What follows belongs to an exercise in optimizing a design on an open flow for small area, a short achievable clock period and few clock cycles per item; a production flow would make more cautious choices.
Function was checked by simulation only, so behaviour that the tests miss may differ from the original.

==> flow/design.v <==
package atr_pkg;
	localparam int SMP_W  = 18;
	localparam int TIME_W = 32;
	localparam int BPM_W  = 16;
	localparam int MEAN_W = 8;
	localparam int WIN_INIT   = 7000;
	localparam int MS_PER_MIN = 60000;
	localparam int DELTA_MIN = 236;
	localparam int DELTA_MAX = 2999;
endpackage
module atr_ctrl (
	input  logic        clk,
	input  logic        load,
	input  logic [15:0] d_in,
	input  logic        step,
	output logic [3:0]  pairs,
	output logic [15:0] quo
);
	logic [15:0] d_q, rem_q, dq_q;
	logic [2:0]  top;
	logic [15:0] rem_i, dq_i;
	always_comb begin
		top = 3'd0;
		for (int i = 0; i < 8; i++) begin
			if (d_in[2*i +: 2] != 2'b00) top = 3'(i);
		end
	end
	always_comb begin
		case (top)
			3'd7: begin rem_i = 16'(60000 >> 2);  dq_i = 16'(60000 << 14); end
			3'd6: begin rem_i = 16'(60000 >> 4);  dq_i = 16'(60000 << 12); end
			3'd5: begin rem_i = 16'(60000 >> 6);  dq_i = 16'(60000 << 10); end
			3'd4: begin rem_i = 16'(60000 >> 8);  dq_i = 16'(60000 << 8);  end
			3'd3: begin rem_i = 16'(60000 >> 10); dq_i = 16'(60000 << 6);  end
			3'd2: begin rem_i = 16'(60000 >> 12); dq_i = 16'(60000 << 4);  end
			3'd1: begin rem_i = 16'(60000 >> 14); dq_i = 16'(60000 << 2);  end
			default: begin rem_i = 16'd0;         dq_i = 16'(60000);       end
		endcase
	end
	assign pairs = 4'd8 - 4'(top);
	logic [16:0] r1, r2;
	logic        g1, g2;
	logic [15:0] m1, m2;
	assign r1 = {rem_q, dq_q[15]};
	assign g1 = r1 >= {1'b0, d_q};
	assign m1 = g1 ? 16'(r1 - {1'b0, d_q}) : r1[15:0];
	assign r2 = {m1, dq_q[14]};
	assign g2 = r2 >= {1'b0, d_q};
	assign m2 = g2 ? 16'(r2 - {1'b0, d_q}) : r2[15:0];
	always_ff @(posedge clk) begin
		if (load) begin
			d_q   <= d_in;
			rem_q <= rem_i;
			dq_q  <= dq_i;
		end else if (step) begin
			rem_q <= m2;
			dq_q  <= {dq_q[13:0], g1, g2};
		end
	end
	assign quo = dq_q;
endmodule
module atr_dp (
	input  logic [24:0] sum,
	output logic [17:0] m
);
	logic [50:0] p;
	assign p = 51'(sum[24:2]) * 51'd10737419;
	assign m = p[45:28];
endmodule
module atr_thr (
	input  logic [17:0] m,
	output logic [17:0] thr
);
	logic [41:0] p;
	assign p = 42'({m, 2'b00}) * 42'd1677722;
	assign thr = p[40:23];
endmodule
import atr_pkg::*;
module adaptive_threshold_heart_rate #(
	parameter int WINDOW_DEPTH = 100,
	parameter int RATE_DEPTH   = 4
) (
	input  logic                         clk,
	input  logic                         arst_n,
	input  logic                         in_valid,
	output logic                         in_ready,
	input  logic [atr_pkg::SMP_W-1:0]    ir_sample,
	input  logic [atr_pkg::TIME_W-1:0]   time_ms,
	input  logic                         beat_detected,
	output logic                         out_valid,
	input  logic                         out_ready,
	output logic [atr_pkg::SMP_W-1:0]    threshold,
	output logic                         above_threshold,
	output logic [atr_pkg::BPM_W-1:0]    instant_bpm,
	output logic [atr_pkg::MEAN_W-1:0]   average_bpm,
	output logic [1:0]                   notify
);
	localparam int WD = WINDOW_DEPTH;
	logic fadv_q, badv_q, in_ready_q;
	logic [17:0] s0;
	logic [31:0] t0;
	logic        b0, v0;
	logic [WD*18-1:0] win_q;
	logic [6:0]       fill_q;
	logic [24:0]      sum_q;
	logic [17:0]      old_w;
	logic             front_go;
	logic [24:0] u1;
	logic [31:0] t1;
	logic        b1, v1;
	logic        above1;
	logic        v2, a2, bt2, n2;
	logic [24:0] s2;
	logic        v3, a3, bt3, n3;
	logic [17:0] m3;
	logic        v4, a4, bt4, n4;
	logic [17:0] thr4;
	logic [17:0] m_w, thr_w;
	logic        kv, ka, kbt, kn;
	logic [17:0] kthr;
	logic        ov, o_above;
	logic [17:0] o_thr;
	logic [15:0] o_inst;
	logic [7:0]  o_mean;
	logic [1:0]  o_note;
	logic [31:0] last_q;
	logic        armed_q;
	logic [7:0]  ring0, ring1, ring2, ring3;
	logic [9:0]  tot_q;
	logic        busy_q, dz_q, big_q, rok_q;
	logic [3:0]  cnt_q;
	logic [31:0] delta_w;
	logic        div_start, div_load_ok;
	logic [3:0]  pairs_w;
	logic [15:0] quo_w;
	assign front_go  = fadv_q & v0;
	assign old_w     = (fill_q == 7'(WD)) ? win_q[WD*18-1 -: 18] : 18'(WIN_INIT);
	assign delta_w   = t0 - last_q;
	assign div_start = front_go & b0;
	atr_ctrl u_div (
		.clk   (clk),
		.load  (div_start),
		.d_in  (delta_w[15:0]),
		.step  (busy_q && cnt_q != 4'd0),
		.pairs (pairs_w),
		.quo   (quo_w)
	);
	assign above1 = sum_q < u1;
	atr_dp  u_m   (.sum (s2), .m (m_w));
	atr_thr u_thr (.m (m3), .thr (thr_w));
	logic        h_valid, h_a, h_bt, h_n, h_ready, o_free, load_o;
	logic [17:0] h_thr;
	always_comb begin
		if (kv) begin
			h_valid = 1'b1; h_a = ka; h_bt = kbt; h_n = kn; h_thr = kthr;
		end else begin
			h_valid = badv_q & v4; h_a = a4; h_bt = bt4; h_n = n4; h_thr = thr4;
		end
	end
	assign h_ready = !h_bt || cnt_q == 4'd0;
	assign o_free  = !ov || out_ready;
	assign load_o  = o_free && h_valid && h_ready;
	logic kv_next, busy_next, abort_w, consume_w, r0_beat_next, badv_d, fadv_d;
	assign kv_next      = kv ? !load_o : (badv_q && v4 && !load_o);
	assign abort_w      = badv_q && v1 && b1 && !above1;
	assign consume_w    = load_o && h_bt;
	assign busy_next    = div_start || (busy_q && !abort_w && !consume_w);
	assign r0_beat_next = fadv_q ? (in_valid && beat_detected) : (v0 && b0);
	assign badv_d       = !kv_next;
	assign fadv_d       = badv_d && !(r0_beat_next && busy_next);
	always_ff @(posedge clk or negedge arst_n) begin
		if (!arst_n) begin
			fadv_q     <= 1'b1;
			badv_q     <= 1'b1;
			in_ready_q <= 1'b1;
		end else begin
			fadv_q     <= fadv_d;
			badv_q     <= badv_d;
			in_ready_q <= fadv_d;
		end
	end
	always_ff @(posedge clk) begin
		if (fadv_q) begin
			s0 <= ir_sample;
			t0 <= time_ms;
			b0 <= beat_detected;
		end
	end
	always_ff @(posedge clk or negedge arst_n) begin
		if (!arst_n) v0 <= 1'b0;
		else if (fadv_q) v0 <= in_valid;
	end
	always_ff @(posedge clk) begin
		if (front_go) win_q <= {win_q[(WD-1)*18-1:0], s0};
	end
	always_ff @(posedge clk or negedge arst_n) begin
		if (!arst_n) begin
			fill_q <= '0;
			sum_q  <= 25'(WIN_INIT * WD);
		end else if (front_go) begin
			sum_q <= sum_q + 25'(s0) - 25'(old_w);
			if (fill_q != 7'(WD)) fill_q <= fill_q + 7'd1;
		end
	end
	logic [20:0] five_s;
	assign five_s = {1'b0, s0, 2'b00} + 21'(s0) + 21'd3;
	always_ff @(posedge clk) begin
		if (badv_q) begin
			u1 <= 25'(five_s[20:2]) * 25'd100;
			t1 <= t0;
			b1 <= b0;
		end
	end
	always_ff @(posedge clk) begin
		if (badv_q) begin
			a2 <= above1; bt2 <= v1 & b1 & above1; s2 <= sum_q;
			a3 <= a2;     bt3 <= bt2; n3 <= n2;    m3 <= m_w;
			a4 <= a3;     bt4 <= bt3; n4 <= n3;    thr4 <= thr_w;
		end
	end
	always_ff @(posedge clk or negedge arst_n) begin
		if (!arst_n) begin
			v1 <= 1'b0; v2 <= 1'b0; v3 <= 1'b0; v4 <= 1'b0;
			n2 <= 1'b0;
			armed_q <= 1'b1;
			last_q  <= '0;
		end else if (badv_q) begin
			v1 <= front_go;
			v2 <= v1; v3 <= v2; v4 <= v3;
			n2 <= 1'b0;
			if (v1 && !above1 && armed_q) begin
				n2      <= 1'b1;
				armed_q <= 1'b0;
			end
			if (v1 && b1 && above1) last_q <= t1;
		end
	end
	always_ff @(posedge clk or negedge arst_n) begin
		if (!arst_n) begin
			busy_q <= 1'b0;
			cnt_q  <= '0;
		end else begin
			busy_q <= busy_next;
			if (div_start) cnt_q <= (delta_w == '0 || delta_w[31:16] != '0) ? 4'd0 : pairs_w;
			else if (busy_q && cnt_q != 4'd0) cnt_q <= cnt_q - 4'd1;
		end
	end
	always_ff @(posedge clk) begin
		if (div_start) begin
			dz_q  <= delta_w == '0;
			big_q <= delta_w[31:16] != '0;
			rok_q <= delta_w >= 32'(DELTA_MIN) && delta_w <= 32'(DELTA_MAX);
		end
	end
	always_ff @(posedge clk or negedge arst_n) begin
		if (!arst_n) kv <= 1'b0;
		else kv <= kv_next;
	end
	always_ff @(posedge clk) begin
		if (!kv) begin
			ka <= a4; kbt <= bt4; kn <= n4; kthr <= thr4;
		end
	end
	logic [7:0] q8;
	logic [9:0] tot_new;
	assign q8      = quo_w[7:0];
	assign tot_new = tot_q - 10'(ring3) + 10'(q8);
	always_ff @(posedge clk or negedge arst_n) begin
		if (!arst_n) begin
			ov     <= 1'b0;
			o_inst <= '0;
			o_mean <= '0;
			ring0  <= '0; ring1 <= '0; ring2 <= '0; ring3 <= '0;
			tot_q  <= '0;
		end else begin
			ov <= load_o || (ov && !out_ready);
			if (load_o) begin
				if (!h_a) begin
					o_inst <= '0;
					o_mean <= '0;
				end else if (h_bt) begin
					o_inst <= dz_q ? 16'hffff : big_q ? 16'd0 : quo_w;
					if (rok_q) begin
						ring0 <= q8; ring1 <= ring0; ring2 <= ring1; ring3 <= ring2;
						tot_q  <= tot_new;
						o_mean <= tot_new[9:2];
					end
				end
			end
		end
	end
	always_ff @(posedge clk) begin
		if (load_o) begin
			o_thr   <= h_thr;
			o_above <= h_a;
			o_note  <= !h_a ? (h_n ? 2'd2 : 2'd0) : (h_bt && rok_q) ? 2'd1 : 2'd0;
		end
	end
	assign in_ready        = in_ready_q;
	assign out_valid       = ov;
	assign threshold       = o_thr;
	assign above_threshold = o_above;
	assign instant_bpm     = o_inst;
	assign average_bpm     = o_mean;
	assign notify          = o_note;
endmodule
==> flow/run.sh <==
#!/bin/bash
# synth_recipe.tcl (not shown) runs the flow's synth.tcl, then flattens the netlist and writes it again
# the make line also repeats each setting of config.mk as NAME=value (left out here)
make -C /OpenROAD-flow-scripts/flow DESIGN_CONFIG=/design/flow/config.mk WORK_HOME=/design/flow/orfs CLKGATE_MAP_FILE= SYNTH_SCRIPT=/design/flow/synth_recipe.tcl finish
==> flow/config.mk <==
export PLATFORM = sky130hd
export DESIGN_NAME = adaptive_threshold_heart_rate
export DESIGN_NICKNAME = adaptive_threshold_heart_rate
export VERILOG_FILES = /design/flow/design.v
export SDC_FILE = /design/flow/constraint.sdc
export NUM_CORES = 4
export LEC_CHECK = 0
export CAP_MARGIN = 20
export CORE_MARGIN = 2
export CORE_UTILIZATION = 40
export SLEW_MARGIN = 20
==> flow/constraint.sdc <==
create_clock -name core_clock -period 10.0 [get_ports {clk}]
set_input_delay 2.0000 -clock core_clock [delete_from_list [all_inputs] [get_ports {clk}]]
set_output_delay 2.0000 -clock core_clock [all_outputs]
set_load 0.01 [all_outputs]
==> results of run 1 <==
==> critical path, cell delays in order (launching register included) <==
cell       delay [ns]
edfxtp_1         0.59
inv_1            0.18
fa_1             0.61
inv_1            0.07
ha_1             0.27
inv_1            0.04
fa_1             0.49
inv_1            0.06
fa_1             0.53
fa_1             0.52
fa_1             0.54
inv_1            0.05
fa_1             0.52
inv_1            0.05
ha_1             0.33
a21oi_1          0.25
o2111ai_1        0.15
o31ai_1          0.25
o21ai_0          0.24
a31oi_1          0.42
o211ai_1         0.21
a21o_1           0.26
a211oi_1         0.27
xnor2_1          0.09
==> final timing paths <==
path	start	slack, ns	cells after the start	to
worst max-delay path	s2[16]$_DFFE_PP_	2.79	23	m3[16]$_DFFE_PP_
worst min-delay path	win_q[1430]$_DFFE_PP_	0.39	0	win_q[1448]$_DFFE_PP_
worst max register to register	s2[16]$_DFFE_PP_	2.79	23	m3[16]$_DFFE_PP_
worst min register to register	win_q[1430]$_DFFE_PP_	0.39	0	win_q[1448]$_DFFE_PP_
max in group asynchronous	arst_n	7.42	2	ring0[0]$_DFFE_PN0P_
min in group asynchronous	arst_n	1.14	1	last_q[23]$_DFFE_PN0P_
==> layout make-up <==
cell class / count / share of cell area (%)
diodes: 5 / 0.01210
clock buffers: 267 / 5.524
clock inverters: 140 / 1.497
inverters: 723 / 2.633
multi-input cells: 2344 / 22.02
flip-flops and latches: 2213 / 63.40
well taps: 3009 / 3.642
repair buffers: 131 / 1.270
==> sequential cells by signal, summed over array words and instances (netlist names), 7 cells and up <==
register,count
last_q,32
s0,18
t1,32
ring1,8
s2,23
ring3,8
ring2,8
m3,18
kthr,18
o_thr,18
u_div.d_q,16
ring0,8
tot_q,10
o_inst,16
thr4,18
u1,23
u_div.rem_q,16
win_q,1800
o_mean,8
sum_q,25
fill_q,7
u_div.dq_q,16
t0,32
==> per-stage QoR <==
step	instances	setup WS [ns]	util, %	instance area [um^2]
6_report	8832	2.787	45.52	103400
5_1_grt	8829	2.309	45.52	103400
4_1_cts	8826	2.736	45.51	103300
3_5_place_dp	8419	2.733	42.31	96070
3_3_place_gp	8419	2.753	42.31	96070
2_1_floorplan	5333	2.982	-	91220
==> cell usage after synthesis (11+ instances only) <==
cell type / number
o21ai_0: 134
o31ai_1: 13
and3_1: 20
o211ai_1: 16
a21oi_1: 138
a211oi_1: 23
a21o_1: 65
xor2_1: 44
o21a_1: 36
inv_1: 722
clkbuf_1: 38
a31oi_1: 18
or2_2: 13
o21bai_1: 11
dfstp_2: 12
nand2b_1: 16
nor2_1: 145
nor2b_1: 25
nand2_1: 227
fa_1: 329
ha_1: 574
edfxtp_1: 2046
nor3_1: 55
mux2i_1: 17
dfxtp_1: 21
nand3_1: 48
dfrtp_1: 134
nand4_1: 26
mux2_2: 71
xnor2_1: 95
or3_1: 12
and2_1: 23
==> kinds of logic (layout without fill, tap and decap cells) <==
logic type | Yosys count | after routing | share of synthesized area [%]
flops | 2213 | 2213 | 71.85
fa+ha+maj | 903 | 903 | 15.10
buf+inv | 776 | 1261 | 3.216
simple gates | 652 | 652 | 3.402
compound gates | 562 | 562 | 4.038
xor+xnor | 139 | 139 | 1.335
mux | 88 | 88 | 1.063
other cells | 0 | 5 | 0
==> routing by layer <==
layer | up-vias | wire length [um] | global-route usage, %
met5 | - | 0 | 0
met4 | 0 | 3501 | 3.928
met3 | 203 | 5459 | 2.310
met2 | 575 | 68460 | 19.99
met1 | 21036 | 78100 | 20.26
li1 | 19875 | - | -
==> impl_metrics.ini, run 1 <==
[synth]
ys_ff_latch = 2213
ys.flop_type = edfxtp_1
ys_warn_count = 2
ys_seq_area_share_pct = 71.85
avgSynthCellArea_um2 = 17.10
synth_top_area_share_pct = 67.37
synth_edf_count = 2046
yosysTopAreaCell = edfxtp_1
synthArstFlopShare_pct = 6.597
synth_cells = 5333
synth_cell_types = 92
syn_nets = 6291
syn_area_um2 = 91200
yosys-top-cells-area = edfxtp_1, ha_1, fa_1

[placement]
dpl.hpwl_mm = 102.8
port_buffers = 101
place_congestion = 0.8396

[clocking]
cts_tree = built
post_cts_resized = 0
cts-hold-fix-buffers = 0
cts.sinks = 2213
h-tree-depth = 4
clock_latency_ns = 0.87
postCtsSetupBuffers = 0
clkSlewWorstSetupHoldPaths_ns = 0.06
clockBufferDepth = 3
clockRootBuffer = clkbuf_16
numCtsBuffers = 218

[status]
outcome = no timing/DRC/antenna violations

[layout]
fin_nets = 6589
layout_commonest_cell = edfxtp_1
area_delta_synth_final_pct = 13.34
regArea_um2 = 65540
final_cell_mix = edfxtp_1, inv_1, ha_1, fa_1, nand2_1
nFillCells = 19357
drive_above_1_share_pct = 8.147
multi_input_area_um2 = 22760

[setup_path]
arrival_ns = 7.77
worstPathMaxFanout = 6
crit_path_end_kind = flop
crit_path_start_kind = flop
crit_type = flop to flop
cp.required_ns = 10.56

[grt]
grt_max_degree = 198
grt_pass1_vias = 42521
grt-ovfl-total = 0
gr-usage-all-layers_pct = 13.45
grt_pass1_wl_mm = 243.6
antenna_found_initial = 7

[sta]
worst_pin_slew_ns = 1.045
fin_crit_ns = 7.213
setup_tns_ns = 0
fin_crit_sh_pct = 72.13
slew_headroom_pct = 30.34
rsz0062_at_grt = false
hold_ws_ns = 0.3871
finalMaxSlewViolations = 0
fmax_mhz = 138.6
setup_viol = 0
hold_viol = 0
fin_worst_skew_ns = 0.1018

[drt]
drtIter0Drc = 3106
ant_nets = 0
drcViolationCount = 0
firstDrtPassIters = 5
routed_wl_mm = 155.5
wl_per_cell_um = 17.61
via_per_inst = 4.720
via_count = 41689

[die]
die_x_um = 481.5
io_pins = 102
die_area_um2 = 231800
chipHeight_um = 481.5
core-area_um2 = 227100
rows = 175
start_util_pct = 40.17

[hold_path]
hold_path_class = flop to flop

[run]
maxCapViolCount = 0
Testbench counts, summed over its fixed seeds: cycles 5,036, items 4,800.
==> run 2: changes to the inputs <==
--- a/flow/design.v
+++ b/flow/design.v
@@ -62,17 +62,25 @@
 module atr_dp (
 	input  logic [24:0] sum,
-	output logic [17:0] m
+	output logic [28:0] y
 );
-	logic [50:0] p;
-	assign p = 51'(sum[24:2]) * 51'd10737419;
-	assign m = p[45:28];
+	logic [22:0] x;
+	assign x = sum[24:2];
+	assign y = {1'b0, x, 5'b0} + {3'b0, x, 3'b0} + 29'(x);
 endmodule
-module atr_thr (
-	input  logic [17:0] m,
-	output logic [17:0] thr
+module atr_div1025 #(
+	parameter int YW = 29,
+	parameter int QW = 18
+) (
+	input  logic [YW-1:0] y,
+	output logic [QW-1:0] q
 );
-	logic [41:0] p;
-	assign p = 42'({m, 2'b00}) * 42'd1677722;
-	assign thr = p[40:23];
+	localparam int AW = YW - 10;
+	logic [AW-1:0] a, c, e;
+	logic [9:0]    f;
+	assign a = y[YW-1:10];
+	assign c = a - AW'(y[9:0]) + AW'(1024);
+	assign e = AW'(c[AW-1:10]);
+	assign f = c[9:0];
+	assign q = QW'(a - e + AW'(AW'(f) < e));
 endmodule
 import atr_pkg::*;
@@ -99,4 +107,5 @@
 	logic fadv_q, badv_q, in_ready_q;
 	logic [17:0] s0;
+	logic [24:0] p0;
 	logic [31:0] t0;
 	logic        b0, v0;
@@ -105,15 +114,15 @@
 	logic [24:0]      sum_q;
 	logic [17:0]      old_w;
-	logic             front_go;
-	logic [24:0] u1;
-	logic [31:0] t1;
-	logic        b1, v1;
-	logic        above1;
+	logic             front_go, above0, commit;
+	logic        v1, a1, bt1, n1;
 	logic        v2, a2, bt2, n2;
-	logic [24:0] s2;
+	logic [28:0] y2;
 	logic        v3, a3, bt3, n3;
 	logic [17:0] m3;
 	logic        v4, a4, bt4, n4;
-	logic [17:0] thr4;
+	logic [25:0] w4;
+	logic        v5, a5, bt5, n5;
+	logic [17:0] thr5;
+	logic [28:0] y_w;
 	logic [17:0] m_w, thr_w;
 	logic        kv, ka, kbt, kn;
@@ -131,14 +140,18 @@
 	logic [3:0]  cnt_q;
 	logic [31:0] delta_w;
-	logic        div_start, div_load_ok;
 	logic [3:0]  pairs_w;
 	logic [15:0] quo_w;
-	assign front_go  = fadv_q & v0;
-	assign old_w     = (fill_q == 7'(WD)) ? win_q[WD*18-1 -: 18] : 18'(WIN_INIT);
-	assign delta_w   = t0 - last_q;
-	assign div_start = front_go & b0;
+	logic [1:0]  g_in;
+	logic [24:0] p_in;
+	assign g_in = 2'(-ir_sample[1:0]);
+	assign p_in = {ir_sample, 7'b0} - {5'b0, ir_sample, 2'b0} + 25'(5'd25 * g_in);
+	assign front_go = fadv_q & v0;
+	assign old_w    = (fill_q == 7'(WD)) ? win_q[WD*18-1 -: 18] : 18'(WIN_INIT);
+	assign above0   = {1'b0, sum_q} - {8'b0, old_w} < {1'b0, p0};
+	assign commit   = front_go & b0 & above0;
+	assign delta_w  = t0 - last_q;
 	atr_ctrl u_div (
 		.clk   (clk),
-		.load  (div_start),
+		.load  (commit),
 		.d_in  (delta_w[15:0]),
 		.step  (busy_q && cnt_q != 4'd0),
@@ -146,7 +159,7 @@
 		.quo   (quo_w)
 	);
-	assign above1 = sum_q < u1;
-	atr_dp  u_m   (.sum (s2), .m (m_w));
-	atr_thr u_thr (.m (m3), .thr (thr_w));
+	atr_dp u_y (.sum (sum_q), .y (y_w));
+	atr_div1025 #(.YW (29), .QW (18)) u_m (.y (y2), .q (m_w));
+	atr_div1025 #(.YW (28), .QW (18)) u_t (.y ({w4, 2'b00}), .q (thr_w));
 	logic        h_valid, h_a, h_bt, h_n, h_ready, o_free, load_o;
 	logic [17:0] h_thr;
@@ -155,5 +168,5 @@
 			h_valid = 1'b1; h_a = ka; h_bt = kbt; h_n = kn; h_thr = kthr;
 		end else begin
-			h_valid = badv_q & v4; h_a = a4; h_bt = bt4; h_n = n4; h_thr = thr4;
+			h_valid = badv_q & v5; h_a = a5; h_bt = bt5; h_n = n5; h_thr = thr5;
 		end
 	end
@@ -161,9 +174,8 @@
 	assign o_free  = !ov || out_ready;
 	assign load_o  = o_free && h_valid && h_ready;
-	logic kv_next, busy_next, abort_w, consume_w, r0_beat_next, badv_d, fadv_d;
-	assign kv_next      = kv ? !load_o : (badv_q && v4 && !load_o);
-	assign abort_w      = badv_q && v1 && b1 && !above1;
+	logic kv_next, busy_next, consume_w, r0_beat_next, badv_d, fadv_d;
+	assign kv_next      = kv ? !load_o : (badv_q && v5 && !load_o);
 	assign consume_w    = load_o && h_bt;
-	assign busy_next    = div_start || (busy_q && !abort_w && !consume_w);
+	assign busy_next    = commit || (busy_q && !consume_w);
 	assign r0_beat_next = fadv_q ? (in_valid && beat_detected) : (v0 && b0);
 	assign badv_d       = !kv_next;
@@ -183,4 +195,5 @@
 		if (fadv_q) begin
 			s0 <= ir_sample;
+			p0 <= p_in;
 			t0 <= time_ms;
 			b0 <= beat_detected;
@@ -196,42 +209,29 @@
 	always_ff @(posedge clk or negedge arst_n) begin
 		if (!arst_n) begin
-			fill_q <= '0;
-			sum_q  <= 25'(WIN_INIT * WD);
+			fill_q  <= '0;
+			sum_q   <= 25'(WIN_INIT * WD);
+			armed_q <= 1'b1;
+			last_q  <= '0;
 		end else if (front_go) begin
 			sum_q <= sum_q + 25'(s0) - 25'(old_w);
 			if (fill_q != 7'(WD)) fill_q <= fill_q + 7'd1;
+			if (!above0) armed_q <= 1'b0;
+			if (commit) last_q <= t0;
 		end
 	end
-	logic [20:0] five_s;
-	assign five_s = {1'b0, s0, 2'b00} + 21'(s0) + 21'd3;
 	always_ff @(posedge clk) begin
 		if (badv_q) begin
-			u1 <= 25'(five_s[20:2]) * 25'd100;
-			t1 <= t0;
-			b1 <= b0;
-		end
-	end
-	always_ff @(posedge clk) begin
-		if (badv_q) begin
-			a2 <= above1; bt2 <= v1 & b1 & above1; s2 <= sum_q;
-			a3 <= a2;     bt3 <= bt2; n3 <= n2;    m3 <= m_w;
-			a4 <= a3;     bt4 <= bt3; n4 <= n3;    thr4 <= thr_w;
+			a1 <= above0; bt1 <= b0 & above0; n1 <= !above0 & armed_q;
+			a2 <= a1; bt2 <= bt1; n2 <= n1; y2 <= y_w;
+			a3 <= a2; bt3 <= bt2; n3 <= n2; m3 <= m_w;
+			a4 <= a3; bt4 <= bt3; n4 <= n3; w4 <= 26'(m3) * 26'd205;
+			a5 <= a4; bt5 <= bt4; n5 <= n4; thr5 <= thr_w;
 		end
 	end
 	always_ff @(posedge clk or negedge arst_n) begin
 		if (!arst_n) begin
-			v1 <= 1'b0; v2 <= 1'b0; v3 <= 1'b0; v4 <= 1'b0;
-			n2 <= 1'b0;
-			armed_q <= 1'b1;
-			last_q  <= '0;
+			v1 <= 1'b0; v2 <= 1'b0; v3 <= 1'b0; v4 <= 1'b0; v5 <= 1'b0;
 		end else if (badv_q) begin
-			v1 <= front_go;
-			v2 <= v1; v3 <= v2; v4 <= v3;
-			n2 <= 1'b0;
-			if (v1 && !above1 && armed_q) begin
-				n2      <= 1'b1;
-				armed_q <= 1'b0;
-			end
-			if (v1 && b1 && above1) last_q <= t1;
+			v1 <= front_go; v2 <= v1; v3 <= v2; v4 <= v3; v5 <= v4;
 		end
 	end
@@ -242,10 +242,10 @@
 		end else begin
 			busy_q <= busy_next;
-			if (div_start) cnt_q <= (delta_w == '0 || delta_w[31:16] != '0) ? 4'd0 : pairs_w;
+			if (commit) cnt_q <= (delta_w == '0 || delta_w[31:16] != '0) ? 4'd0 : pairs_w;
 			else if (busy_q && cnt_q != 4'd0) cnt_q <= cnt_q - 4'd1;
 		end
 	end
 	always_ff @(posedge clk) begin
-		if (div_start) begin
+		if (commit) begin
 			dz_q  <= delta_w == '0;
 			big_q <= delta_w[31:16] != '0;
@@ -259,5 +259,5 @@
 	always_ff @(posedge clk) begin
 		if (!kv) begin
-			ka <= a4; kbt <= bt4; kn <= n4; kthr <= thr4;
+			ka <= a5; kbt <= bt5; kn <= n5; kthr <= thr5;
 		end
 	end
==> impl_metrics.ini, run 2 <==
[die]
die_area_um2 = 216800
core-area_um2 = 211900
io_pins = 102
chipHeight_um = 465.6
start_util_pct = 40.22
die_x_um = 465.6
rows = 169

[clocking]
cts-hold-fix-buffers = 0
clockBufferDepth = 3
numCtsBuffers = 217
h-tree-depth = 4
clockRootBuffer = clkbuf_16
clock_latency_ns = 0.88
cts_tree = built
postCtsSetupBuffers = 0
post_cts_resized = 0
clkSlewWorstSetupHoldPaths_ns = 0.06
cts.sinks = 2220

[setup_path]
slowest_delay_ns = 0.65
r2r_setup_slack_ns = 2.15
arrival_ns = 8.36
cpMaxStageDelayCell = nand2_1
rr_worst_depth = 24
crit_path_end_kind = flop
crit_type = flop to flop
crit_path_start_kind = flop
worstPathMaxFanout = 21
cp.required_ns = 10.51
worstPathCellList = and4bb_2 > and3_1 > nand2_1 > ha_1 > nor2b_1 > o21ai_0 > a221oi_1 > o311ai_1 > a211o_1 > a31oi_2 > o2111ai_1 > nand3b_1 > a2111oi_1 > and3_1 > xnor2_1 > ha_1 > a211o_1 > a211oi_1 > o211ai_1 > o21ai_0 > nor4b_1 > o21ai_4 > nand2_1 > buf_4

[drt]
wl_per_cell_um = 16.93
drcViolationCount = 0
routed_wl_mm = 138.9
ant_nets = 0
via_per_inst = 4.780
firstDrtPassIters = 7
drtIter0Drc = 3287
via_count = 39220

[sta]
worst_pin_slew_ns = 0.9879
fin_crit_sh_pct = 78.53
slew_headroom_pct = 34.14
setup_tns_ns = 0
hold_viol = 0
setup_viol = 0
fmax_mhz = 127.3
fin_crit_ns = 7.853
finalMaxSlewViolations = 0
hold_ws_ns = 0.3716
rsz0062_at_grt = false
fin_worst_skew_ns = 0.09018

[grt]
gr-usage-all-layers_pct = 12.68
grt_pass1_wl_mm = 218.1
grt_pass1_vias = 38790
grt_max_degree = 239
grt-ovfl-total = 0
antenna_found_initial = 10

[layout]
fin_util_pct = 46.03
final_cells = 8205
final_cell_mix = edfxtp_1, ha_1, inv_1, nand2_1, clkbuf_16
regMostFlops = win_q
drive_above_1_share_pct = 9.290
fin_nets = 5740
top_regs = win_q x1800, last_q x32, t0 x32
layout_commonest_cell = edfxtp_1
area_delta_synth_final_pct = 14.45
largest_reg_flops = 1800

[synth]
yosysTopAreaCell = edfxtp_1
syn_nets = 5446
synth_cells = 4893
ys_ff_latch = 2220
synthTopCellsByCount = edfxtp_1, ha_1, inv_1
synth_cell_types = 99
ys.flop_type = edfxtp_1
ys_warn_count = 2
synthArstFlopShare_pct = 6.577
synth_top_area_share_pct = 72.34
syn_area_um2 = 85220
synth_most_common_cell = edfxtp_1
yosys-top-cells-area = edfxtp_1, ha_1, dfrtp_1
synth_edf_count = 2053
avgSynthCellArea_um2 = 17.42
ys_seq_area_share_pct = 77.14

[placement]
port_buffers = 101
dpl.hpwl_mm = 87.31
placed_cells = 7788
place_congestion = 0.8268

[hold_path]
min_path_cells = 0
hold_path_class = flop to flop

[status]
outcome = no timing/DRC/antenna violations

[run]
maxCapViolCount = 0
[run 2: cell types whose count changed after synthesis, moves of 12 or more]
cell / previous run / this run
xor2_1: 44 / 56
fa_1: 329 / 91
ha_1: 574 / 407
o21ai_0: 134 / 180
o21bai_1: 11 / 38
inv_1: 722 / 394
xnor2_1: 95 / 164
nor2_1: 145 / 169
nand2_1: 227 / 263
a21oi_1: 138 / 191
[run 2: worst max-delay path: cells and delay by family, from the launching register on]
kind	cells	cell delay, ns
flip-flops	1	0.42
XOR/XNOR	1	0.13
buffers and inverters	1	0.37
AND/OR/NAND/NOR	8	2.73
adder cells (fa/ha/maj)	2	0.56
AO/OA/AOI/OAI	12	3.27
[run 2: final cells by class]
class,count,area (um^2)
flip-flops and latches,2220,65750
clock buffers,259,5622
well taps,2821,3530
fillers,18014,114300
diodes,2,5.005
multi-input cells,2221,17750
repair buffers,130,1338
clock inverters,155,2026
inverters,397,1516
[run 2: cell families after synthesis]
logic type,synth area share [%]
DFF,77.14
and+or+nand+nor,3.938
AOI/OAI and AO/OA,5.180
buffers and inverters,2.056
xor gates and xnor gates,2.261
adders and majority gates,8.149
muxes,1.274
[run 2: layer usage]
layer  track usage, %  share of wire [%]  routed length (um)  vias up
met5                0              0.019                  27        -
met4            4.275                2.6                3644        4
met3            2.457                4.4                6095      238
met2            17.63                 41               57010      669
met1            19.78                 52               72130    19475
li1                 -                  -                   -    18834
[run 2: path summary, 6_finish.rpt]
path | end | startpoint
max in group asynchronous | ring1[4]$_DFFE_PN0P_ | arst_n
min in group asynchronous | last_q[18]$_DFFE_PN0P_ | arst_n
hold reg to reg | win_q[1072]$_DFFE_PP_ | win_q[1054]$_DFFE_PP_
setup / recovery | u_div.dq_q[0]$_SDFFCE_PN0P_ | fill_q[3]$_DFFE_PN0P_
hold / removal | win_q[1072]$_DFFE_PP_ | win_q[1054]$_DFFE_PP_
setup reg to reg | u_div.dq_q[0]$_SDFFCE_PN0P_ | fill_q[3]$_DFFE_PN0P_
[run 2: through the flow]
| stage | cell area, um^2 | setup slack, ns |
|---|---|---|
| after global routing | 97530 | 1.468 |
| after global placement | 89850 | 2.383 |
| after CTS | 97500 | 2.110 |
| after detailed placement | 89850 | 2.158 |
| after floorplan | 85230 | 1.892 |
| final | 97530 | 2.147 |
Testbench counts of run 2, summed over its fixed seeds: cycles 4,952, items 4,800.

## afterwards: timing with drivers on the ports
The results above use ideal ports. As a check the final layouts listed here were re-extracted and re-timed, cells and wires unchanged.
Step 1 assumes that a clkbuf_16 drives the clock port and a buf_2 every other input.
Step 2 adds t to the input delays and takes it off the output delays; t is the mean of the earliest and latest rising clock arrival at the registers after step 1. Input paths then give back, and output paths get back, about the clock's delay inside the block.
Slacks: ideal ports / drivers / drivers and shift; pairs: ideal ports / drivers.
| run | shift t [ns] | setup WS [ns] | hold WS [ns] | slew at the worst register clock pin (ns) | pins driven straight from the clock port |
|---|---|---|---|---|---|
| run 1 | 0.902 | 2.787 / 2.787 / 2.787 | 0.387 / 0.387 / 0.387 | 0.07 / 0.07 | 1 |
| run 2 | 0.923 | 2.147 / 2.147 / 2.147 | 0.372 / 0.372 / 0.372 | 0.07 / 0.07 | 1 |
After both steps setup and hold are still met in every run listed.
